What follows belongs to an exercise in optimizing a design on an open flow for small area and a short achievable clock period; a production flow would make more cautious choices.
In this exercise RTL edits were held to simulation tests only and were not proved equivalent to the original.
Power is estimated from default activity; no workload was simulated.

==> flow/design.v (outline; a module is shown in full before it is edited, if it fits) <==
// module approx_err_calc: 782 lines
// module approx_err_monitor: 2121 lines
module approx_err_monitor #(
  parameter int W     = approx_mon_pkg::W,
  parameter int CNT_W = approx_mon_pkg::CNT_W,
  parameter int ACC_W = approx_mon_pkg::ACC_W
) (
  input  logic                 clk,
  input  logic                 rst,
  input  logic                 in_valid,
  output logic                 in_ready,
  input  logic [W-1:0]         a,
  input  logic [W-1:0]         b,
  input  logic [2*W-1:0]       prod,
  input  logic                 start,
  input  logic [CNT_W-1:0]     win_len,
  output logic                 busy,
  output logic                 done,
  output logic [CNT_W-1:0]     smp_cnt,
  output logic [CNT_W-1:0]     err_cnt,
  output logic [ACC_W-1:0]     sum_ed,
  output logic [ACC_W-1:0]     sum_bias,
  output logic [2*W-1:0]       max_ed,
  output logic [W-1:0]         max_a,
  output logic [W-1:0]         max_b
);
  // ...
==> flow/run.sh <==
#!/bin/bash
# synth_recipe.tcl (not shown) runs the flow's synth.tcl, then flattens the netlist and writes it again
# the make line also repeats each setting of config.mk as NAME=value (left out here)
make -C /OpenROAD-flow-scripts/flow DESIGN_CONFIG=/design/flow/config.mk WORK_HOME=/design/flow/orfs CLKGATE_MAP_FILE= SYNTH_SCRIPT=/design/flow/synth_recipe.tcl finish
==> flow/config.mk <==
export PLATFORM = sky130hd
export DESIGN_NAME = approx_err_monitor
export DESIGN_NICKNAME = approx_err_monitor
export VERILOG_FILES = /design/flow/design.v
export SDC_FILE = /design/flow/constraint.sdc
export NUM_CORES = 4
export LEC_CHECK = 0
export CAP_MARGIN = 20
export CORE_MARGIN = 2
export CORE_UTILIZATION = 60
export SETUP_SLACK_MARGIN = 3.0
export SLEW_MARGIN = 20
==> flow/constraint.sdc <==
create_clock -name core_clock -period 7.2 [get_ports {clk}]
set_input_delay 1.4400 -clock core_clock [delete_from_list [all_inputs] [get_ports {clk}]]
set_output_delay 1.4400 -clock core_clock [all_outputs]
set_load 0.01 [all_outputs]
==> results.yml, run 1 <==
global_routing:
  grt_start_max_net_pins: 137
  global_route.usage.met3_pct: 3.77
  antenna_found_initial: 1
sta:
  post-route-period-util_pct: 68.0
  finalWorstPathRequiredPeriod_ns: 4.89
finish:
  final.signal_buffer_count: 444
synth:
  synthCells: 3085
  dominant_combinational_cell_family_by_area_after_synthesis: "adder cells"
  synth.mux.area_fraction_pct: 0.549
  synth_fa_ha_area_share_pct: 18.8
  synthXorXnorAreaFrac_pct: 12.8
  syn_avg_cell_area_sq_um: 8.87
pwr:
  power_per_cell_area_nw_per_um2: 477
  seq-power_uw: 2960
  power_switching_share_pct: 44.8
  power_frac_comb_pct: 67.7
detailed_routing:
  routed-via-count: 23200
  drt-wirelength-per-cell_um: 18.2
clock_tree:
  clk-insertion-delay-late_ns: 0.60
  clock_pin_slew_of_the_registers_on_the_worst_case_setup_and_hold_paths_ns: 0.06
  clock_sinks: 439
  cts_inserted_buffers: 49
critical_path:
  worstPathRequired_ns: 7.68
  crit_arrival_ns: 5.37
  timing.critical_path.from_type: "flop"
  crit_path_end: "u_calc.diff[29]"
  critical_path.reg2reg.endpoint: "u_calc.diff[29]"
  timing.rr.start: "u_calc.s1_a[15]"
place:
  port_buffers: 358
run_status:
  run_status: "finished clean"
==> run 2: changes to the inputs <==
--- a/flow/config.mk
+++ b/flow/config.mk
@@ -8,5 +8,5 @@
 export CAP_MARGIN = 20
 export CORE_MARGIN = 2
-export CORE_UTILIZATION = 60
+export CORE_UTILIZATION = 40
 export SETUP_SLACK_MARGIN = 3.0
 export SLEW_MARGIN = 20
==> run 2 against run 1 <==
Still clean. Sequential share of layout area shrank 0.70 points. Combinational power shrank 5%. Critical path depth shrank 2. Global-route usage shrank 9.5 points. Sequential power is essentially flat. Largest power group unchanged.
==> results.yml, run 2 <==
run_status:
  run_status: "finished clean"
place:
  dpl.hpwl_mm: 57.0
  place.gp.congestion: 0.874
  placed_cells_incl_taps: 4182
  port_buffers: 358
synth:
  share_of_the_synthesized_area_in_the_top_cell_type_pct: 32.1
  synth.net_count: 3520
  mappedNetlistArea_sq_um: 27400
  synth-seq-cells: 439
  synth_flop_cell: "dfxtp_1"
  netlist-cell-type-count: 84
  post_synth_most_frequent_cells: "dfxtp_1, xnor2_1, nor2_1"
  synth.most_common_cell: "dfxtp_1"
  post_synthesis_cell_type_with_the_largest_combined_area: "dfxtp_1"
  postSynth.asyncResetShare_pct: 0
  synthesis.yosys.warnings: 2
  ys_top_cells_by_area: "dfxtp_1, xnor2_1, ha_1"
  synthCells: 3085
  synth-edff-count: 0
  syn_avg_cell_area_sq_um: 8.87
  seq_area_frac_synth_pct: 32.1
clock_tree:
  clock_pin_slew_of_the_registers_on_the_worst_case_setup_and_hold_paths_ns: 0.06
  clock_sinks: 439
  cts_tree: "built"
  cts-hold-fix-buffers: 0
  clock_tree.htree_level_count: 2
  clk-insertion-delay-late_ns: 0.60
  ctsRootBufferMaster: "clkbuf_16"
  cts_inserted_buffers: 50
  cts_buffer_depth: 3
critical_path:
  critical_path.most_common_cell: "fa_1"
  crit_arrival_ns: 5.31
  critical_path.endpoint_type: "flop"
  critical_path_class: "reg2reg"
  worst-path-buf-inv: 2
  timing.critical_path.from_type: "flop"
  cp_cell_sequence: "buf_4 -> buf_4 -> xnor2_1 -> fa_1 -> fa_2 -> fa_1 -> fa_1 -> ha_4 -> a21oi_1 -> nor2b_1 -> o41ai_2 -> o21ai_2 -> o41ai_2 -> o21ai_1 -> a311oi_2 -> xnor2_1 -> nor2_1"
  critical-path-slowest-cell: "fa_1"
  worstPathRequired_ns: 7.68
  cp_max_fo: 7
  worst_path_largest_cell_delay_ns: 0.54
  worst_path_dominant_cell_family: "adder cells"
pwr:
  internal_dissipation_uw: 9070
  power_switching_share_pct: 43.7
  cellLeakagePower_uw: 0.0146
  total_switching_power_uw: 7040
  ir_drop_mv: 0.702
  power_per_cell_area_nw_per_um2: 459
  clock_power_share_pct: 16.8
  power_frac_comb_pct: 65.0
  share_seq_of_total_power_pct: 18.2
global_routing:
  top_usage_layer: "met2"
  globalRoute.totalOverflow: 0
  grt_pass1_wl_mm: 118
  met1_usage_pct: 27.7
  first_global_vias: 21400
  grt.total_usage_pct: 20.8
  global_route.usage.met3_pct: 3.71
  grt_start_max_net_pins: 111
  antenna_found_initial: 0
  gr-usage-met2_pct: 34.5
floorplan:
  die_height_um: 266
  die_area_sq_um: 70500
  die_x_um: 266
  num_io_pins: 359
  rows: 95
  fp.coreArea_sq_um: 67400
  start_util_pct: 40.6
finish:
  antennaDiodeCount: 0
  final_layout_size_suffix_gt1_share_pct: 10.8
  layout.cells.most_common: "dfxtp_1"
  nets_final: 3883
  postLayoutCoreUtil_pct: 52.0
  area_growth_syn_to_layout_pct: 28.2
  final_cells: 4363
  top_regs: "sum_bias (64), sum_ed (64)"
  layout.cells.most_common_list: "dfxtp_1, clkdlybuf4s50_1, xnor2_1"
sta:
  count_of_endpoints_failing_setup_in_the_final_report: 0
  relSlewSlack_pct: 41.4
  max_slew.worst_pin.slew_ns: 0.878
  timing.fmax_mhz: 207
  post-route-period-util_pct: 67.1
  final.setup_skew_ns: 0.0395
  rsz0062_at_grt: "yes"
  finalWorstPathRequiredPeriod_ns: 4.83
  final_setup_tns_ns: 0
  final-max-slew-violation-count: 0
  final-hold-violation-count: 0
detailed_routing:
  ant_nets: 0
  detailedRoute.firstPassIterationCount: 7
  total_routed_length_mm: 75.6
  detail_route.drc_violations: 0
  routed-via-count: 22300
  detailedRoute.firstIterationViolations: 1312
  drt-wirelength-per-cell_um: 17.3
  vias_per_cell: 5.12
worst_hold_path:
  worstHoldPathType: "reg2reg"
flow_run:
  max_cap_violations: 0
## run 2: through the flow
step	hold slack [ns]	worst slack (ns)	instance area (sq um)	power [uW]
global route	0.333	2.07	35100	17500
floorplan	0.310	2.42	27800	9540
CTS	0.329	2.33	34500	15100
finish	0.329	2.37	35100	16100
global placement	0.311	1.82	31800	11400
detailed placement	0.315	1.66	31800	11400
## run 2: timing repair
action | 4_1_cts | 5_1_grt
endpoints found under the hold margin | 0 | 0
setup endpoints to repair | 51 | 68
resized for setup | 147 | 70
buffers inserted | 56 | 31
pin swaps | 30 | 15
## run 2: power by group through the flow
stage	logic [uW]	clock network (uW)	registers, uW
2_1_floorplan	6610	0	2930
3_3_place_gp	8400	0	3010
3_5_place_dp	8400	0	3010
4_1_cts	9420	2780	2940
5_1_grt	11600	2880	2970
6_report	10500	2710	2940
## run 2: per-layer routing
metal,routed length [um],share of wire [%]
met1,34300,45
met2,35000,46
met3,4250,5.6
met4,2070,2.7
met5,0,0
## run 2: area by class of cell
type | count | area, sq um
inverters | 257 | 981
clock buffers | 67 | 1440
repair buffers | 461 | 4520
fillers | 6288 | 32300
multi-input cells | 2239 | 17800
well taps | 873 | 1090
flip-flops and latches | 439 | 8930
clock inverters | 27 | 322
## run 2: path summary, 6_finish.rpt
path / start / to / slack (ns) / cells past startpoint
worst max-delay path: u_calc.s1_b[5] / u_calc.diff[31] / 2.37 / 17
worst max register to register: u_calc.s1_b[5] / u_calc.diff[31] / 2.37 / 17
worst min-delay path: u_calc.s1_b[2] / u_calc.res_b[2] / 0.33 / 0
worst min register to register: u_calc.s1_b[2] / u_calc.res_b[2] / 0.33 / 0
## run 2: cell families (layout without fill, tap and decap cells)
kind of cell    after synthesis  count (layout)  synth area share, %
simple gates                894             894                 15.8
compound gates              594             594                 14.3
flops                       439             439                 32.1
buf+inv                     407             812                 5.72
xor+xnor                    399             399                 12.8
fa+ha+maj                   337             337                 18.8
mux                          15              15                0.549
==> run 3: changes to the inputs <==
--- a/flow/config.mk
+++ b/flow/config.mk
@@ -6,4 +6,5 @@
 export NUM_CORES = 4
 export LEC_CHECK = 0
+export ABC_AREA = 1
 export CAP_MARGIN = 20
 export CORE_MARGIN = 2
==> run 3 against run 2 <==
Die area up 10%. Hold slack improved by 0.0045 ns. Sequential share of layout area is 2.6 points lower. Flip-flop and latch count is the same. Critical endpoint unchanged. Largest cell class unchanged.
==> results.yml, run 3 <==
worst_hold_path:
  worstHoldPathType: "reg2reg"
  min_delay_path_depth: 0
critical_path:
  rrSetupSlack_ns: 2.79
  critical_path.endpoint_type: "flop"
  critical_path_class: "reg2reg"
  worst_path_largest_cell_delay_ns: 0.60
  cp_cell_sequence: "clkinvlp_4 -> o22ai_1 -> xor2_1 -> fa_2 -> inv_2 -> fa_1 -> inv_1 -> fa_1 -> fa_1 -> ha_4 -> a21oi_1 -> o21ai_1 -> a21oi_1 -> o211ai_1 -> a21oi_1 -> nand2_1 -> nand2_1 -> nor2_1"
  worst-path-buf-inv: 3
  critical-path-slowest-cell: "fa_1"
  timing.critical_path.depth: 18
  worst_path_dominant_cell_family: "adder cells"
  crit_arrival_ns: 4.94
  cp_max_fo: 5
  reg2regPathDepth: 18
  timing.critical_path.from_type: "flop"
  worstPathRequired_ns: 7.73
flow_run:
  max_cap_violations: 0
detailed_routing:
  detailedRoute.firstIterationViolations: 1881
  detail_route.drc_violations: 0
  detailedRoute.firstPassIterationCount: 6
  vias_per_cell: 4.98
  total_routed_length_mm: 91.5
  routed-via-count: 28200
  ant_nets: 0
  drt-wirelength-per-cell_um: 16.2
finish:
  nets_final: 5081
  final_layout_size_suffix_gt1_share_pct: 11.8
  area_growth_syn_to_layout_pct: 29.0
  nFillCells: 7148
  layout.cells.most_common_list: "nand2_1, inv_1, nor2_1"
  top_regs: "sum_bias (64), sum_ed (64)"
  layout.cells.most_common: "nand2_1"
sta:
  final_setup_tns_ns: 0
  final.setup_skew_ns: 0.0319
  relSlewSlack_pct: 40.3
  max_slew.worst_pin.slew_ns: 0.890
  count_of_endpoints_failing_setup_in_the_final_report: 0
  finalWorstPathRequiredPeriod_ns: 4.41
  final-max-slew-violation-count: 0
  rsz0062_at_grt: "yes"
  post-route-period-util_pct: 61.3
  timing.fmax_mhz: 227
  final-hold-violation-count: 0
pwr:
  cellLeakagePower_uw: 0.0173
  power_per_cell_area_nw_per_um2: 456
  p_total_uw: 17700
  ir_drop_mv: 0.626
global_routing:
  grt_pass1_wl_mm: 144
  grt.total_usage_pct: 23.1
  antenna_found_initial: 2
  grt_start_max_net_pins: 88
  first_global_vias: 27000
  globalRoute.totalOverflow: 0
synth:
  synth.net_count: 4632
  netlist-cell-type-count: 51
  postSynth.asyncResetShare_pct: 0
  syn_avg_cell_area_sq_um: 7.18
  synth-seq-cells: 439
  post_synth_most_frequent_cells: "nand2_1, inv_1, nor2_1"
  synthCells: 4197
  seq_area_frac_synth_pct: 29.2
  share_of_the_synthesized_area_in_the_top_cell_type_pct: 29.2
  synth.most_common_cell: "nand2_1"
  mappedNetlistArea_sq_um: 30100
  synth-edff-count: 0
  post_synthesis_cell_type_with_the_largest_combined_area: "dfxtp_1"
  ys_top_cells_by_area: "dfxtp_1, nand2_1, ha_1"
  synthesis.yosys.warnings: 2
  synth_flop_cell: "dfxtp_1"
floorplan:
  rows: 100
  num_io_pins: 359
  die_x_um: 278
  die_height_um: 278
  die_area_sq_um: 77500
  fp.coreArea_sq_um: 74400
  start_util_pct: 40.5
place:
  dpl.hpwl_mm: 67.9
  place.gp.congestion: 0.910
  port_buffers: 358
clock_tree:
  clk-insertion-delay-late_ns: 0.63
  clock_pin_slew_of_the_registers_on_the_worst_case_setup_and_hold_paths_ns: 0.06
  ctsRootBufferMaster: "clkbuf_16"
  cts_inserted_buffers: 52
  cts_buffer_depth: 3
  clock_sinks: 439
  cts_tree: "built"
  clock_tree.htree_level_count: 2
run_status:
  run_status: "finished clean"
==> run 3: changes by cell type after synthesis, moves of 94 or more <==
| cell | previous run | this run |
|---|---|---|
| xor2_1 | 86 | 180 |
| o22ai_1 | 10 | 120 |
| xnor2_1 | 313 | 50 |
| a21oi_1 | 139 | 367 |
| nand2_1 | 179 | 767 |
| inv_1 | 252 | 674 |
| a22oi_1 | 126 | 0 |
| nor2_1 | 297 | 499 |
| nand3_1 | 117 | 225 |
==> run 3: cell families (layout without fill, tap and decap cells) <==
logic type | Yosys count | count (layout) | share of synthesized area (%)
flip-flops | 439 | 439 | 29.2
multiplexers | 7 | 7 | 0.262
other | 0 | 2 | 0
XOR/XNOR | 245 | 245 | 7.57
buffers and inverters | 813 | 1303 | 10.4
AO/OA/AOI/OAI | 715 | 715 | 13.0
adder cells (fa/ha/maj) | 335 | 335 | 17.0
AND/OR/NAND/NOR | 1643 | 1643 | 22.5
==> run 3: stage by stage <==
| stage | cells | hold slack, ns | utilization [%] | setup WS [ns] | instance area [sq um] |
|---|---|---|---|---|---|
| 2_1_floorplan | 4197 | 0.310 | - | 2.99 | 30200 |
| 3_3_place_gp | 5412 | 0.313 | 46.3 | 2.15 | 34500 |
| 3_5_place_dp | 5412 | 0.317 | 46.3 | 2.14 | 34500 |
| 4_1_cts | 5638 | 0.332 | 51.5 | 2.83 | 38400 |
| 5_1_grt | 5658 | 0.340 | 52.2 | 2.54 | 38900 |
| 6_report | 5658 | 0.333 | 52.2 | 2.79 | 38900 |
==> run 3: path summary, 6_finish.rpt <==
kind                                      start               end
worst max-delay path            u_calc.s1_a[11]   u_calc.diff[31]
worst min-delay path            u_calc.s1_b[14]  u_calc.res_b[14]
worst max register to register  u_calc.s1_a[11]   u_calc.diff[31]
worst min register to register  u_calc.s1_b[14]  u_calc.res_b[14]
==> run 3: layout make-up <==
| cell class | instances | area, sq um | area share (%) |
|---|---|---|---|
| repair buffers | 511 | 4920 | 12.7 |
| flip-flops and latches | 439 | 8880 | 22.9 |
| clock buffers | 72 | 1520 | 3.90 |
| well taps | 969 | 1210 | 3.12 |
| inverters | 688 | 2710 | 6.98 |
| diodes | 2 | 5.00 | 0.0129 |
| multi-input cells | 2945 | 19200 | 49.4 |
| repair inverters | 9 | 67.6 | 0.174 |
| clock inverters | 23 | 355 | 0.914 |
==> run 3: routing by layer <==
| layer | wire length (um) | share of wire [%] | track usage, % | vias up |
|---|---|---|---|---|
| met2 | 43000 | 47 | 39.8 | 776 |
| li1 | - | - | - | 14400 |
| met1 | 40200 | 44 | 29.5 | 12800 |
| met5 | 0 | 0 | 0 | - |
| met3 | 4980 | 5.4 | 3.24 | 191 |
| met4 | 3290 | 3.6 | 8.05 | 0 |
==> run 3: timing repair <==
item	CTS	global route
resized for setup	244	83
endpoints found under the setup margin	41	32
hold buffers	0	0
cloned	9	0
pin swaps	60	27
setup buffers	122	18
==> run 3: power breakdown <==
| part | total [uW] | internal (uW) | switching [uW] |
|---|---|---|---|
| Clock | 2870 | 1730 | 1140 |
| Combinational | 11900 | 4930 | 7000 |
| Sequential | 2910 | 2690 | 222 |
| Total | 17700 | 9350 | 8360 |
==> run 4: changes to the inputs <==
--- a/flow/config.mk
+++ b/flow/config.mk
@@ -6,8 +6,8 @@
 export NUM_CORES = 4
 export LEC_CHECK = 0
-export ABC_AREA = 1
 export CAP_MARGIN = 20
 export CORE_MARGIN = 2
-export CORE_UTILIZATION = 40
-export SETUP_SLACK_MARGIN = 3.0
+export CORE_UTILIZATION = 50
+export SETUP_SLACK_MARGIN = 3.5
 export SLEW_MARGIN = 20
+export SYNTH_HIERARCHICAL = 1
==> run 4 against run 3 <==
Via count fell by 15%. Highest routed layer unchanged. Critical path depth fell by 1. Flip-flop and latch count did not move. First-iteration DRC count fell by 26%.
==> results.yml, run 4 <==
synth:
  synth-edff-count: 0
  netlist-cell-type-count: 91
  dominant_combinational_cell_family_by_area_after_synthesis: "adder cells"
  synth.most_common_cell: "dfxtp_1"
  syn_avg_cell_area_sq_um: 8.86
  synthesis.yosys.warnings: 8
  mappedNetlistArea_sq_um: 28200
  synth-seq-cells: 439
  synth_flop_cell: "dfxtp_1"
  synth.net_count: 3615
  synth_fa_ha_area_share_pct: 18.2
  seq_area_frac_synth_pct: 31.2
  synth_simple_gate_area_share_pct: 15.8
  post_synthesis_cell_type_with_the_largest_combined_area: "dfxtp_1"
  postSynth.asyncResetShare_pct: 0
  synth.mux.area_fraction_pct: 2.24
  synthCells: 3180
  synthXorXnorAreaFrac_pct: 12.3
  ys_top_cells_by_area: "dfxtp_1, ha_1, xnor2_1"
  synth_compound_gate_area_share_pct: 14.5
  share_of_the_synthesized_area_in_the_top_cell_type_pct: 31.2
  post_synth_most_frequent_cells: "dfxtp_1, xnor2_1, nor2_1"
clock_tree:
  clock_tree.htree_level_count: 2
  cts_inserted_buffers: 50
  clock_pin_slew_of_the_registers_on_the_worst_case_setup_and_hold_paths_ns: 0.06
  cts_buffer_depth: 3
  cts_tree: "built"
  clk-insertion-delay-late_ns: 0.61
  clock_sinks: 439
  cts-hold-fix-buffers: 0
  ctsRootBufferMaster: "clkbuf_16"
sta:
  final-hold-violation-count: 0
  post-route-period-util_pct: 62.1
  finalWorstPathRequiredPeriod_ns: 4.47
  rsz0062_at_grt: "yes"
  timing.fmax_mhz: 224
  final_critical_path_setup_slack_ns: 2.73
  final.setup_skew_ns: 0.0219
  final-max-slew-violation-count: 0
  worst_hold_slack_ns: 0.325
  max_slew.worst_pin.slew_ns: 0.803
  final_setup_tns_ns: 0
  count_of_endpoints_failing_setup_in_the_final_report: 0
  relSlewSlack_pct: 46.0
global_routing:
  globalRoute.totalOverflow: 0
  antenna_found_initial: 0
  grt_pass1_wl_mm: 123
  grt.total_usage_pct: 26.4
  first_global_vias: 22900
  grt_start_max_net_pins: 122
pwr:
  clock_power_share_pct: 13.5
  share_seq_of_total_power_pct: 15.5
  cellLeakagePower_uw: 0.0153
  internal_dissipation_uw: 10700
  total_switching_power_uw: 8630
  p_total_uw: 19300
  power_per_cell_area_nw_per_um2: 520
  power_frac_comb_pct: 71.0
  ir_drop_mv: 0.802
  power_switching_share_pct: 44.7
floorplan:
  start_util_pct: 50.8
  die_area_sq_um: 58200
  fp.coreArea_sq_um: 55400
  num_io_pins: 359
  die_x_um: 241
  rows: 86
  die_height_um: 241
detailed_routing:
  drt-wirelength-per-cell_um: 18.2
  detailedRoute.firstIterationViolations: 1387
  detailedRoute.firstPassIterationCount: 7
  detail_route.drc_violations: 0
  routed-via-count: 23900
  total_routed_length_mm: 80.0
  vias_per_cell: 5.45
  ant_nets: 0
flow_run:
  max_cap_violations: 0
place:
  dpl.hpwl_mm: 58.2
  pre_cts_ws_ns: 1.96
  port_buffers: 358
  place.gp.congestion: 0.911
critical_path:
  crit_path_end: "u_calc.diff[32]"
  worstPathRequired_ns: 7.66
  timing.critical_path.from_type: "flop"
  rrSetupSlack_ns: 2.73
  critical_path.endpoint_type: "flop"
  critical_path_class: "reg2reg"
  setup.worst_path.start: "u_calc.s1_b[3]"
  crit_arrival_ns: 4.93
  reg2regPathDepth: 17
  timing.rr.start: "u_calc.s1_b[3]"
  cp_max_fo: 7
  critical_path.reg2reg.endpoint: "u_calc.diff[32]"
run_status:
  run_status: "finished clean"
finish:
  top_regs: "sum_bias (64), sum_ed (64)"
  nets_final: 4036
  layout.cells.most_common: "dfxtp_1"
  nFillCells: 4466
  antennaDiodeCount: 0
  final_layout_size_suffix_gt1_share_pct: 15.5
  layout.cells.most_common_list: "dfxtp_1, clkdlybuf4s50_1, nor2_1"
  area_growth_syn_to_layout_pct: 31.7
worst_hold_path:
  worstHoldPathType: "reg2reg"
  hold_path_origin: "u_calc.s1_b[8]"
==> run 4: per-stage QoR <==
| stage | cell area [sq um] | std cells | utilization [%] |
|---|---|---|---|
| 6_report | 37100 | 4384 | 66.9 |
| 5_1_grt | 37100 | 4384 | 66.9 |
| 4_1_cts | 36000 | 4345 | 65.0 |
| 3_5_place_dp | 32400 | 4143 | 58.5 |
| 3_3_place_gp | 32400 | 4143 | 58.5 |
| 2_1_floorplan | 28800 | 3180 | - |
==> run 4: worst max-delay path, stage by stage (launching register included) <==
cell and delay (ns):
dfxtp_4 0.36, clkinvlp_4 0.11, buf_6 0.16, xnor2_4 0.14
fa_2 0.39, fa_1 0.49, inv_1 0.05, fa_1 0.56
fa_1 0.47, ha_4 0.35, nand2_4 0.06, o21a_1 0.18
nand2_1 0.12, a31oi_4 0.11, a311o_1 0.34, a21oi_2 0.18
o21ai_1 0.07, nor3b_2 0.16
==> run 4: cells by family (layout without fill, tap and decap cells) <==
| kind of cell | count (synthesis) | count (layout) |
|---|---|---|
| fa+ha+maj | 336 | 336 |
| xor+xnor | 395 | 395 |
| simple gates | 927 | 927 |
| compound gates | 607 | 607 |
| buf+inv | 413 | 869 |
| mux | 63 | 63 |
| flops | 439 | 439 |
==> run 4: layout make-up <==
class | instances | area (sq um) | share of cell area [%]
repair buffers | 524 | 5120 | 13.8
multi-input cells | 2328 | 19400 | 52.4
clock inverters | 18 | 230 | 0.621
inverters | 258 | 993 | 2.68
flip-flops and latches | 439 | 8940 | 24.1
well taps | 748 | 936 | 2.52
clock buffers | 69 | 1450 | 3.92
==> run 4: timing repair <==
item | 4_1_cts | 5_1_grt
endpoints found under the setup margin | 137 | 126
resized for setup | 229 | 134
hold endpoints to repair | 0 | 0
buffers inserted | 115 | 38
pin swaps | 64 | 86
gates cloned | 0 | 1
==> run 4: how the worst min path moves through the flow <==
stage / endpoint / slack, ns / cells after the start
floorplan: u_calc.res_b[10] / 0.31 / 0
global placement: u_calc.res_b[2] / 0.31 / 0
detailed placement: u_calc.res_b[6] / 0.31 / 0
CTS: u_calc.res_b[6] / 0.33 / 0
global route: u_calc.res_b[8] / 0.33 / 0
finish: u_calc.res_b[8] / 0.33 / 0
==> run 4: power groups by stage <==
| stage | clock network, uW | logic, uW | registers (uW) |
|---|---|---|---|
| after floorplan | 0 | 8080 | 2940 |
| after global placement | 0 | 9970 | 3040 |
| after detailed placement | 0 | 9990 | 3050 |
| after CTS | 2660 | 12400 | 2970 |
| after global routing | 2760 | 14700 | 3020 |
| final | 2610 | 13700 | 3000 |
==> run 4: per-layer routing <==
metal  wire length [um]  part of all wire, %  global-route usage, %
met5                  0                    0                      0
met4               2570                  3.2                   9.07
met3               4010                  5.0                   3.24
met2              37700                   47                   44.4
met1              35700                   45                   35.2
==> run 5: changes to the inputs <==
==> flow/flow/run.sh (new file) <==
#!/bin/bash
# Layout flow: the standard ORFS flow, with the port buffers made of the smallest buffer
# cell (sky130_fd_sc_hd__buf_1) instead of the flow's default pick.
set -euo pipefail
bash standard.sh BUFFER_PORTS_ARGS="-buffer_cell sky130_fd_sc_hd__buf_1" finish > flow_standard.log 2>&1
==> flow/standard.sh (new file) <==
#!/bin/bash
# synth_recipe.tcl (not shown) runs the flow's synth.tcl, then flattens the netlist and writes it again
# the make line also repeats each setting of config.mk as NAME=value (left out here)
make -C /OpenROAD-flow-scripts/flow DESIGN_CONFIG=/design/flow/config.mk WORK_HOME=/design/flow/orfs CLKGATE_MAP_FILE= SYNTH_SCRIPT=/design/flow/synth_recipe.tcl "${@:-finish}"
--- a/flow/config.mk
+++ b/flow/config.mk
@@ -9,5 +9,5 @@
 export CORE_MARGIN = 2
 export CORE_UTILIZATION = 50
-export SETUP_SLACK_MARGIN = 3.5
+export SETUP_SLACK_MARGIN = 4.5
 export SLEW_MARGIN = 20
 export SYNTH_HIERARCHICAL = 1
removed: flow/run.sh
==> run 5 against run 4 <==
Sequential power barely moved. Worst setup slack got worse by 0.11 ns. Cell area rose by 5.3%. Global-route usage grew 2.3 points. Synthesized cell count unchanged. Final cell count up 4.2%. Routed wire length up 10%. Total power rose by 19%. Clock power increased by 2%. Register-to-register slack got worse by 0.11 ns. Critical endpoint is now u_calc.diff[31]. Largest cell class unchanged.
==> results.yml, run 5 <==
run_status:
  run_status: "finished clean"
clock_tree:
  clock_tree.htree_level_count: 2
  cts_inserted_buffers: 50
  clock_sinks: 439
  clock_pin_slew_of_the_registers_on_the_worst_case_setup_and_hold_paths_ns: 0.06
  cts_tree: "built"
  cts_buffer_depth: 3
  ctsRootBufferMaster: "clkbuf_16"
  clk-insertion-delay-late_ns: 0.60
critical_path:
  worst-path-buf-inv: 2
  timing.critical_path.from_type: "flop"
  worst_path_largest_cell_delay_ns: 0.62
  cp_max_fo: 16
  rrSetupSlack_ns: 2.62
  critical_path_class: "reg2reg"
  critical-path-slowest-cell: "fa_1"
  critical_path.endpoint_type: "flop"
  critical_path.most_common_cell: "fa_1"
  worstPathRequired_ns: 7.73
  cp_cell_sequence: "a22oi_1 -> xnor2_1 -> ha_1 -> inv_1 -> fa_1 -> inv_1 -> fa_1 -> fa_1 -> ha_4 -> a21o_1 -> a31oi_2 -> o211ai_1 -> o21ai_2 -> o41ai_4 -> a221oi_2 -> mux2i_1"
  crit_arrival_ns: 5.11
  worst_path_dominant_cell_family: "adder cells"
synth:
  share_of_the_synthesized_area_in_the_top_cell_type_pct: 31.2
  postSynth.asyncResetShare_pct: 0
  synth_fa_ha_area_share_pct: 18.2
  dominant_combinational_cell_family_by_area_after_synthesis: "adder cells"
  synthesis.yosys.warnings: 8
  synthXorXnorAreaFrac_pct: 12.3
  post_synthesis_cell_type_with_the_largest_combined_area: "dfxtp_1"
  synth_compound_gate_area_share_pct: 14.5
  seq_area_frac_synth_pct: 31.2
  post_synth_most_frequent_cells: "dfxtp_1, xnor2_1, nor2_1"
  mappedNetlistArea_sq_um: 28200
  synth_flop_cell: "dfxtp_1"
  synth-edff-count: 0
  ys_top_cells_by_area: "dfxtp_1, ha_1, xnor2_1"
  synth.mux.area_fraction_pct: 2.24
  synth-seq-cells: 439
  netlist-cell-type-count: 91
  synth_simple_gate_area_share_pct: 15.8
  synthCells: 3180
  synth.net_count: 3615
  synth.most_common_cell: "dfxtp_1"
  syn_avg_cell_area_sq_um: 8.86
floorplan:
  num_io_pins: 359
  die_x_um: 241
  die_area_sq_um: 58200
  die_height_um: 241
  rows: 86
  fp.coreArea_sq_um: 55400
  start_util_pct: 50.8
sta:
  rsz0062_at_grt: "yes"
  count_of_endpoints_failing_setup_in_the_final_report: 0
  final-hold-violation-count: 0
  final_setup_tns_ns: 0
  timing.fmax_mhz: 218
  final_critical_path_setup_slack_ns: 2.62
  post-route-period-util_pct: 63.6
  finalWorstPathRequiredPeriod_ns: 4.58
  relSlewSlack_pct: 49.2
  max_slew.worst_pin.slew_ns: 0.761
  final.setup_skew_ns: 0.0144
  final-max-slew-violation-count: 0
global_routing:
  grt_pass1_wl_mm: 133
  grt_start_max_net_pins: 86
  first_global_vias: 24700
  antenna_found_initial: 0
  globalRoute.totalOverflow: 0
  grt.total_usage_pct: 28.8
worst_hold_path:
  worstHoldPathType: "reg2reg"
finish:
  nFillCells: 4232
  multiInputGateArea_sq_um: 21300
  final_layout_size_suffix_gt1_share_pct: 27.9
  layout.cells.most_common_list: "dfxtp_1, buf_1, nor2_1"
  layout.cell_area.non_filler_sq_um: 39100
  nets_final: 4215
  area_growth_syn_to_layout_pct: 38.7
  top_regs: "sum_bias (64), sum_ed (64)"
  antennaDiodeCount: 0
  layout.cells.most_common: "dfxtp_1"
  area.sequential_sq_um: 8990
detailed_routing:
  routed-via-count: 25200
  detailedRoute.firstIterationViolations: 1559
  ant_nets: 0
  detail_route.drc_violations: 0
  total_routed_length_mm: 88.2
  drt-wirelength-per-cell_um: 19.3
  detailedRoute.firstPassIterationCount: 5
  vias_per_cell: 5.52
place:
  dpl.hpwl_mm: 58.2
  postPlaceCellArea_sq_um: 31000
  port_buffers: 358
  pre_cts_ws_ns: 1.91
  place.gp.congestion: 0.909
pwr:
  p_total_uw: 22900
  cellLeakagePower_uw: 0.0161
  power_per_cell_area_nw_per_um2: 587
  ir_drop_mv: 0.733
flow_run:
  max_cap_violations: 0
run 5: stage by stage:
step	std cells	hold WS (ns)	util, %
global placement	4141	0.311	56.0
global route	4568	0.331	70.5
detailed placement	4141	0.312	56.0
floorplan	3180	0.310	-
finish	4568	0.327	70.5
CTS	4489	0.326	67.7
run 5: layout make-up:
| type | instances | share of cell area, % |
|---|---|---|
| clock buffers | 71 | 3.77 |
| multi-input cells | 2333 | 54.5 |
| repair buffers | 698 | 13.1 |
| clock inverters | 21 | 0.641 |
| well taps | 748 | 2.40 |
| flip-flops and latches | 439 | 23.0 |
| inverters | 258 | 2.67 |
run 5: final timing paths:
path | from | end | cells past startpoint
worst min-delay path | u_calc.s1_b[8] | u_calc.res_b[8] | 0
worst max-delay path | u_calc.s1_bt[6] | u_calc.diff[31] | 16
worst min register to register | u_calc.s1_b[8] | u_calc.res_b[8] | 0
worst max register to register | u_calc.s1_bt[6] | u_calc.diff[31] | 16
run 5: what timing repair did:
item	CTS	global route
pin swaps	199	152
resized for setup	539	223
setup buffers	242	75
endpoints found under the setup margin	321	301
hold buffers	0	0
gates cloned	14	4
run 5: cells by family after synthesis:
logic type                 Yosys count
adders and majority gates          336
DFF                                439
and+or+nand+nor                    927
muxes                               63
AOI/OAI and AO/OA                  607
xor gates and xnor gates           395
buffers and inverters              413
run 5: metal layers:
layer  track usage, %  wire [um]
met5                0          0
met2             48.9      42200
met1             36.8      37400
met3             3.89       4560
met4             12.2       4010
run 5: worst register-to-register path: cells and delay by family, from the launching register on:
family                     cells  cell delay (ns)
muxes                          1             0.22
buffers and inverters          2             0.12
AOI/OAI and AO/OA              7             1.33
xor gates and xnor gates       1             0.17
DFF                            1             0.48
adders and majority gates      5             2.18
run 5: where the power goes:
part | total, uW | switching, uW | internal (uW)
logic | 17300 | 8550 | 8730
registers | 3000 | 305 | 2700
clock network | 2660 | 1080 | 1580
==> run 6: changes to the inputs <==
--- a/flow/config.mk
+++ b/flow/config.mk
@@ -9,5 +9,5 @@
 export CORE_MARGIN = 2
 export CORE_UTILIZATION = 50
-export SETUP_SLACK_MARGIN = 4.5
+export SETUP_SLACK_MARGIN = 3.5
 export SLEW_MARGIN = 20
 export SYNTH_HIERARCHICAL = 1
==> run 6 against run 5 <==
Combinational power fell by 14%. Final cell count fell by 3.9%. Maximum frequency rose by 0.99%. Routed wire length fell by 11%. Synthesized area did not move. Largest power group unchanged. Highest routed layer unchanged.
==> results.yml, run 6 <==
synth:
  post_synth_most_frequent_cells: "dfxtp_1, xnor2_1, nor2_1"
  synth-edff-count: 0
  syn_avg_cell_area_sq_um: 8.86
  synth.net_count: 3615
  synthesis.yosys.warnings: 8
  seq_area_frac_synth_pct: 31.2
  synth-seq-cells: 439
  share_of_the_synthesized_area_in_the_top_cell_type_pct: 31.2
  synth.most_common_cell: "dfxtp_1"
  synth_flop_cell: "dfxtp_1"
  post_synthesis_cell_type_with_the_largest_combined_area: "dfxtp_1"
  postSynth.asyncResetShare_pct: 0
  netlist-cell-type-count: 91
  synthCells: 3180
  mappedNetlistArea_sq_um: 28200
  ys_top_cells_by_area: "dfxtp_1, ha_1, xnor2_1"
sta:
  relSlewSlack_pct: 41.9
  count_of_endpoints_failing_setup_in_the_final_report: 0
  post-route-period-util_pct: 63.0
  timing.fmax_mhz: 220
  rsz0062_at_grt: "yes"
  max_slew.worst_pin.slew_ns: 0.863
  final_critical_path_setup_slack_ns: 2.66
  final-hold-violation-count: 0
  final-max-slew-violation-count: 0
  final_setup_tns_ns: 0
  final.setup_skew_ns: 0.0161
  finalWorstPathRequiredPeriod_ns: 4.54
floorplan:
  num_io_pins: 359
  die_area_sq_um: 58200
  fp.coreArea_sq_um: 55400
  die_x_um: 241
  rows: 86
  start_util_pct: 50.8
  die_height_um: 241
finish:
  postLayoutCoreUtil_pct: 63.4
  layout.cell_area.non_filler_sq_um: 35100
  layout.cells.most_common: "dfxtp_1"
  nets_final: 4038
  top_regs: "sum_bias (64), sum_ed (64)"
  layout.cells.most_common_list: "dfxtp_1, buf_1, nor2_1"
  final_layout_size_suffix_gt1_share_pct: 16.6
  final_cells: 4391
  antennaDiodeCount: 0
  area_growth_syn_to_layout_pct: 24.7
clock_tree:
  clk-insertion-delay-late_ns: 0.60
  clock_pin_slew_of_the_registers_on_the_worst_case_setup_and_hold_paths_ns: 0.06
  ctsRootBufferMaster: "clkbuf_16"
  cts_buffer_depth: 3
  cts_inserted_buffers: 49
  clock_tree.htree_level_count: 2
  clock_sinks: 439
  cts_tree: "built"
critical_path:
  cp_max_fo: 7
  worstPathRequired_ns: 7.69
  critical_path_class: "reg2reg"
  timing.critical_path.from_type: "flop"
  crit_arrival_ns: 5.03
  critical_path.endpoint_type: "flop"
detailed_routing:
  drt-wirelength-per-cell_um: 17.9
  met1Wirelength_mm: 35.3
  ant_nets: 0
  detailedRoute.firstPassIterationCount: 5
  route.top_layer_used: "met4"
  met3_routed_wirelength_mm: 4.27
  total_routed_length_mm: 78.7
  detailedRoute.firstIterationViolations: 1384
  routed-via-count: 23800
  detail_route.drc_violations: 0
  met2_wirelength_mm: 36.8
  vias_per_cell: 5.42
global_routing:
  first_global_vias: 22800
  grt.total_usage_pct: 25.8
  globalRoute.totalOverflow: 0
  grt_start_max_net_pins: 122
  antenna_found_initial: 0
  grt_pass1_wl_mm: 120
worst_hold_path:
  worstHoldPathType: "reg2reg"
pwr:
  ir_drop_mv: 0.787
  power_per_cell_area_nw_per_um2: 589
  cellLeakagePower_uw: 0.0146
place:
  dpl.hpwl_mm: 57.4
  postPlaceCellArea_sq_um: 30100
  pre_cts_ws_ns: 1.94
  placed_cells_incl_taps: 4142
  port_buffers: 358
  place.gp.congestion: 0.913
flow_run:
  max_cap_violations: 0
run_status:
  run_status: "finished clean"
==> run 6: cell counts after synthesis <==
Identical to the previous run, type by type.
==> run 6: path summary, 6_finish.rpt <==
| path | from | end | cells after the start | slack (ns) |
|---|---|---|---|---|
| min | u_calc.s1_b[14] | u_calc.res_b[14] | 0 | 0.32 |
| max reg2reg | u_calc.s1_bt[3] | u_calc.diff[30] | 16 | 2.66 |
| max | u_calc.s1_bt[3] | u_calc.diff[30] | 16 | 2.66 |
| min reg2reg | u_calc.s1_b[14] | u_calc.res_b[14] | 0 | 0.32 |
==> run 6: kinds of logic after synthesis <==
kind of cell    after synthesis  synth area share [%]
simple gates                927                  15.8
compound gates              607                  14.5
flops                       439                  31.2
buf+inv                     413                  5.76
xor+xnor                    395                  12.3
fa+ha+maj                   336                  18.2
mux                          63                  2.24
==> run 6: repair_timing <==
action,CTS,global route
gates resized for setup,249,165
setup endpoints to repair,131,85
hold buffers,0,0
buffers inserted,117,40
gates cloned,0,1
pin swaps,95,121
==> run 6: layout make-up <==
class                           count  area [sq um]
Inverter                          258           998
Multi-Input combinational cell   2328         19500
Clock buffer                       62          1390
Timing Repair Buffer              527          2850
Sequential cell                   439          8940
Fill cell                        4749         20300
Clock inverter                     29           455
Tap cell                          748           936
==> run 6: power breakdown <==
group          switching [uW]  internal [uW]  total [uW]  leakage [uW]
combinational            7800           7030       14800        0.0101
clock                    1080           1770        2850      0.000904
sequential                294           2690        2990       0.00361
==> run 6: routing by layer <==
| layer | GRT usage [%] | vias up |
|---|---|---|
| met1 | 35.1 | 11300 |
| met3 | 3.53 | 142 |
| met5 | 0 | - |
| met2 | 42.7 | 688 |
| li1 | - | 11700 |
| met4 | 7.89 | 0 |
==> run 6: worst max-delay path, stage by stage (launching register included) <==
cell	delay, ns
dfxtp_4	0.42
buf_2	0.23
a22oi_2	0.10
xnor2_1	0.16
fa_2	0.39
fa_1	0.49
inv_1	0.05
fa_1	0.54
fa_1	0.46
ha_4	0.35
a21oi_4	0.08
o211ai_1	0.28
o31ai_4	0.13
buf_4	0.16
o21ai_4	0.19
nand4_1	0.15
a31o_2	0.27
==> run 6: metrics by stage <==
| step | total power (uW) | hold WS, ns |
|---|---|---|
| global placement | 12900 | 0.311 |
| global route | 22000 | 0.319 |
| floorplan | 11000 | 0.310 |
| detailed placement | 12900 | 0.312 |
| CTS | 18700 | 0.319 |
| finish | 20700 | 0.317 |

[port drivers added, routing unchanged]
Ports are ideal in the flow. The routed layouts listed here were re-timed in OpenROAD. Step 1 sets driving cells, clkbuf_16 on the clock port and buf_2 on the other inputs (assumed; they add their load-dependent delay and slew). Step 2, shift: input delay + t, output delay - t, t = (earliest + latest rising clock arrival at the registers) / 2. This alone moves slack from input paths to output paths. a / b / c = ideal / step 1 / step 2; a / b = the first two.
run | shift t [ns] | setup slack, ns | latest minus earliest clock arrival (ns) | worst register clock-pin slew, ns | worst slew at a driven data input, ns
run 1 | 0.647 | 2.306 / 2.306 / 2.306 | 0.031 / 0.031 | 0.07 / 0.07 | 0.05
run 2 | 0.645 | 2.369 / 2.369 / 2.369 | 0.043 / 0.043 | 0.06 / 0.06 | 0.08
run 3 | 0.673 | 2.786 / 2.786 / 2.565 | 0.033 / 0.033 | 0.07 / 0.07 | 0.07
run 4 | 0.661 | 2.726 / 2.726 / 2.726 | 0.023 / 0.023 | 0.06 / 0.06 | 0.06
run 5 | 0.655 | 2.618 / 2.618 / 2.618 | 0.016 / 0.017 | 0.07 / 0.07 | 0.21
run 6 | 0.651 | 2.662 / 2.662 / 2.662 | 0.018 / 0.018 | 0.07 / 0.07 | 0.04
After both steps setup and hold are still met in every run listed. For run 3, which loses most, drivers alone change the setup slack by 0.000 ns; drivers and shift together by -0.221 ns.
